Context: an optimization exercise on an open-source flow, tuned for small area, a short achievable clock period and few clock cycles per item. The choices shown serve that exercise and are no tape-out recipe. At most, simulation tests tie the RTL to the original design; equivalence was not proved. Power figures rest on the tool's default switching activity, not on a simulated workload.

// sawtooth_tone_fir_generator
module sawtooth_tone_fir_generator #(
  parameter int TAPS       = stfir_pkg::TAPS_DEF,
  parameter int BLINK_HALF = stfir_pkg::BLINK_HALF_DEF
) (
  input  logic                                 clk,
  input  logic                                 rst_n,
  input  logic                                 cfg_we,
  input  logic [stfir_pkg::CFG_IDX_W-1:0]      cfg_index,
  input  logic [stfir_pkg::CFG_DATA_W-1:0]     cfg_wdata,
  input  logic                                 in_valid,
  output logic                                 in_stall,
  input  logic                                 in_slot_tick,
  output logic                                 out_valid,
  input  logic                                 out_stall,
  output logic signed [stfir_pkg::SAMPLE_W-1:0] out_sample_out,
  output logic                                 out_led_on
);
For scale: roughly 5700 cells after synthesis, ~0.054 mm2 of cells after synthesis.
Settings: LEC_CHECK=0, ABC_CLOCK_PERIOD_IN_PS=3500, CAP_MARGIN=20, CORE_MARGIN=2, CORE_UTILIZATION=50, SETUP_SLACK_MARGIN=5, SLEW_MARGIN=20; clock period 8.5 ns.
standard.sh (not shown) runs the stock make flow with config.mk's settings and CLKGATE_MAP_FILE= SYNTH_SCRIPT=/design/flow/synth_recipe.tcl, a recipe that flattens the netlist after the stock synthesis.
==> flow/flow/run.sh <==
#!/bin/bash
# Standard layout, with one netlist clean-up between synthesis and floorplan:
# flow/fixinv.py removes inverters around full-adder cells (see its header).
# Each tool's output goes to a log file of its own in this folder.
set -euo pipefail
R=orfs/results/${FLOW_PLATFORM}/sawtooth_tone_fir_generator/base
bash standard.sh synth > flow_synth.log 2>&1
cp "$R/1_2_yosys.v" yosys_before_fixinv.v
python3 flow/fixinv.py "$R/1_2_yosys.v" > flow_fixinv.log 2>&1
rm -f "$R/1_synth.odb" "$R/1_synth.sdc"
bash standard.sh finish > flow_finish.log 2>&1
Other scripts of this flow, unchanged in this note and not shown: flow/flow/fixinv.py
The first run ran to the end with no violations.
Testbench counts at the start, summed over its fixed seeds: cycles 8,031, items 8,000.
==> next run, changes <==
--- a/flow/design.v
+++ b/flow/design.v
@@ -2404,15 +2404,14 @@
     end
     booth_of = {neg, two, one};
   endfunction
   logic [STEP_W-1:0] step_r;
   logic [23:0]       bth_r;
   logic signed [PW-1:0] p3_r, pnn_r, pn_r, ph_r, h2_r, h3_r, h4_r, h5_r, h6_r, h7_r;
   logic [2:0]        lead_r;   
-  logic [2:0]        lead_q;   
   logic              rc1_r, rc2_r, rc3_r;
   logic signed [EW-1:0] e0_r, e1_r, e2_r, e3_r;
   logic signed [EW+1:0] e1x3_r;
   logic              ve_r, va_r, vb_r, vc_r;
   logic [ACC_W-1:0]  sa_r, ca_r;
   logic signed [ACC_W-1:0] acc_r;
   logic [51:0]       sc_r, cc_r;
@@ -2449,16 +2448,15 @@
   assign psum  = $signed({pbase[PW-1], pbase}) + $signed({2'b00, step_r});
   assign pwrap = !pwtest[PW];
   assign pwtest = $signed({pbase[PW-1], pbase}) + $signed({2'b00, step_r}) - $signed((PW + 1)'(1048577));
   assign pnext = {psum[PW-1] ^ pwrap, psum[PW-2:0]};
   assign sel_r = lead_r[0];
   assign sel_n = lead_r[1];
   assign sel_a = lead_r[2];
-  assign issue = !flush && (lead_r == lead_q) &&
-                 ((sel_r && !rc1_r) || (sel_n && !rc1_r && !rc2_r) || (sel_a && odd_tick));
+  assign issue = !flush && ((sel_r && !rc1_r) || (sel_n && !rc1_r && !rc2_r) || (sel_a && odd_tick));
   always_comb begin
     x0 = p3_r;  y0 = pnn_r; x1 = pn_r; y1 = h5_r; x2 = ph_r; y2 = h4_r; x3 = h2_r; y3 = h3_r;
     if (sel_r) begin
       x0 = pn_r;  y0 = ph_r; x1 = h2_r; y1 = h7_r; x2 = h3_r; y2 = h6_r; x3 = h4_r; y3 = h5_r;
     end else if (sel_n) begin
       x0 = pnn_r; y0 = pn_r; x1 = ph_r; y1 = h6_r; x2 = h2_r; y2 = h5_r; x3 = h3_r; y3 = h4_r;
     end
@@ -2478,15 +2476,15 @@
   assign prod = sc_r + cc_r;
   assign d_q  = prod[FRAC_SH +: SAMPLE_W];
   always_ff @(posedge clk) begin
     e0_r   <= e0_n;
     e1_r   <= e1_n;
     e2_r   <= e2_n;
     e3_r   <= e3_n;
-    e1x3_r <= (EW + 2)'(e1_r) + ((EW + 2)'(e1_r) <<< 1);
+    e1x3_r <= (EW + 2)'(x1) + (EW + 2)'(y1) + ((EW + 2)'(x1) <<< 1) + ((EW + 2)'(y1) <<< 1);
     sa_r  <= fir_s;
     ca_r  <= fir_c;
     acc_r <= sa_r + ca_r;
     sc_r  <= mul_s;
     cc_r  <= mul_c;
   end
   assign smp = upd_r ? f0_r : held_r;
@@ -2512,15 +2510,14 @@
       h2_r         <= '0;
       h3_r         <= '0;
       h4_r         <= '0;
       h5_r         <= '0;
       h6_r         <= '0;
       h7_r         <= '0;
       lead_r       <= 3'b001;
-      lead_q       <= 3'b000;   
       rc1_r        <= 1'b0;
       rc2_r        <= 1'b0;
       rc3_r        <= 1'b0;
       ve_r         <= 1'b0;
       va_r         <= 1'b0;
       vb_r         <= 1'b0;
       vc_r         <= 1'b0;
@@ -2550,15 +2547,14 @@
         h2_r  <= ph_r;
         h3_r  <= h2_r;
         h4_r  <= h3_r;
         h5_r  <= h4_r;
         h6_r  <= h5_r;
         h7_r  <= h6_r;
       end
-      lead_q <= lead_r;
       if (flush) lead_r <= 3'b001;
       else if (issue && !odd_tick) lead_r <= {lead_r[1:0], 1'b0};
       else if (!issue && odd_tick) lead_r <= {1'b0, lead_r[2:1]};
       ve_r <= issue;
       va_r <= ve_r && !flush;
       vb_r <= va_r && !flush;
       vc_r <= vb_r && !flush;
Result: Clock power goes up by about 2%. Wire length grows by 0.98%. Synthesized area goes up by 1.7%. Total power fell by 5.1%. Maximum frequency falls by 21%. Sequential power shrinks by about 0.8%. Critical path depth is lower by 1. Die area went up by 1.7%. Clock skew increases by 0.012 ns. Final area climbs by 2.4%. Worst hold slack gets better by 0.058 ns. Global-route usage went down by 0.25 points.
Only the layout flow was run in the second run of this note; the RTL was not checked for function there.

## what the ideal ports hide
The results above use ideal ports. As a check the final layouts listed here were re-extracted and re-timed, cells and wires unchanged. Step 1 (the two cells are an assumption about what drives the block):
set clk [get_ports {clk}]
set_driving_cell -lib_cell sky130_fd_sc_hd__clkbuf_16 $clk
set_driving_cell -lib_cell sky130_fd_sc_hd__buf_2 [delete_from_list [all_inputs] $clk]
Step 2 moves the port delays by t, midway between the first and last clock arrival at a register: inputs arrive t later, outputs are due t later. That takes back most of the time a late clock gives input paths. Slacks: ideal / step 1 / step 2; pairs: ideal / step 1.
run | t, ns | setup slack, ns | latest minus earliest clock arrival (ns) | slew at the worst register clock pin (ns) | pins driven straight from the clock port
the first run | 0.729 | 4.923 / 4.923 / 4.352 | 0.029 / 0.028 | 0.06 / 0.06 | 1
the second run | 0.735 | 3.956 / 3.956 / 3.956 | 0.035 / 0.034 | 0.07 / 0.07 | 1
After both steps setup and hold are still met in every run listed. The setup slack of the first run, which loses most, moves by 0.000 ns with the drivers and by -0.571 ns with both steps.
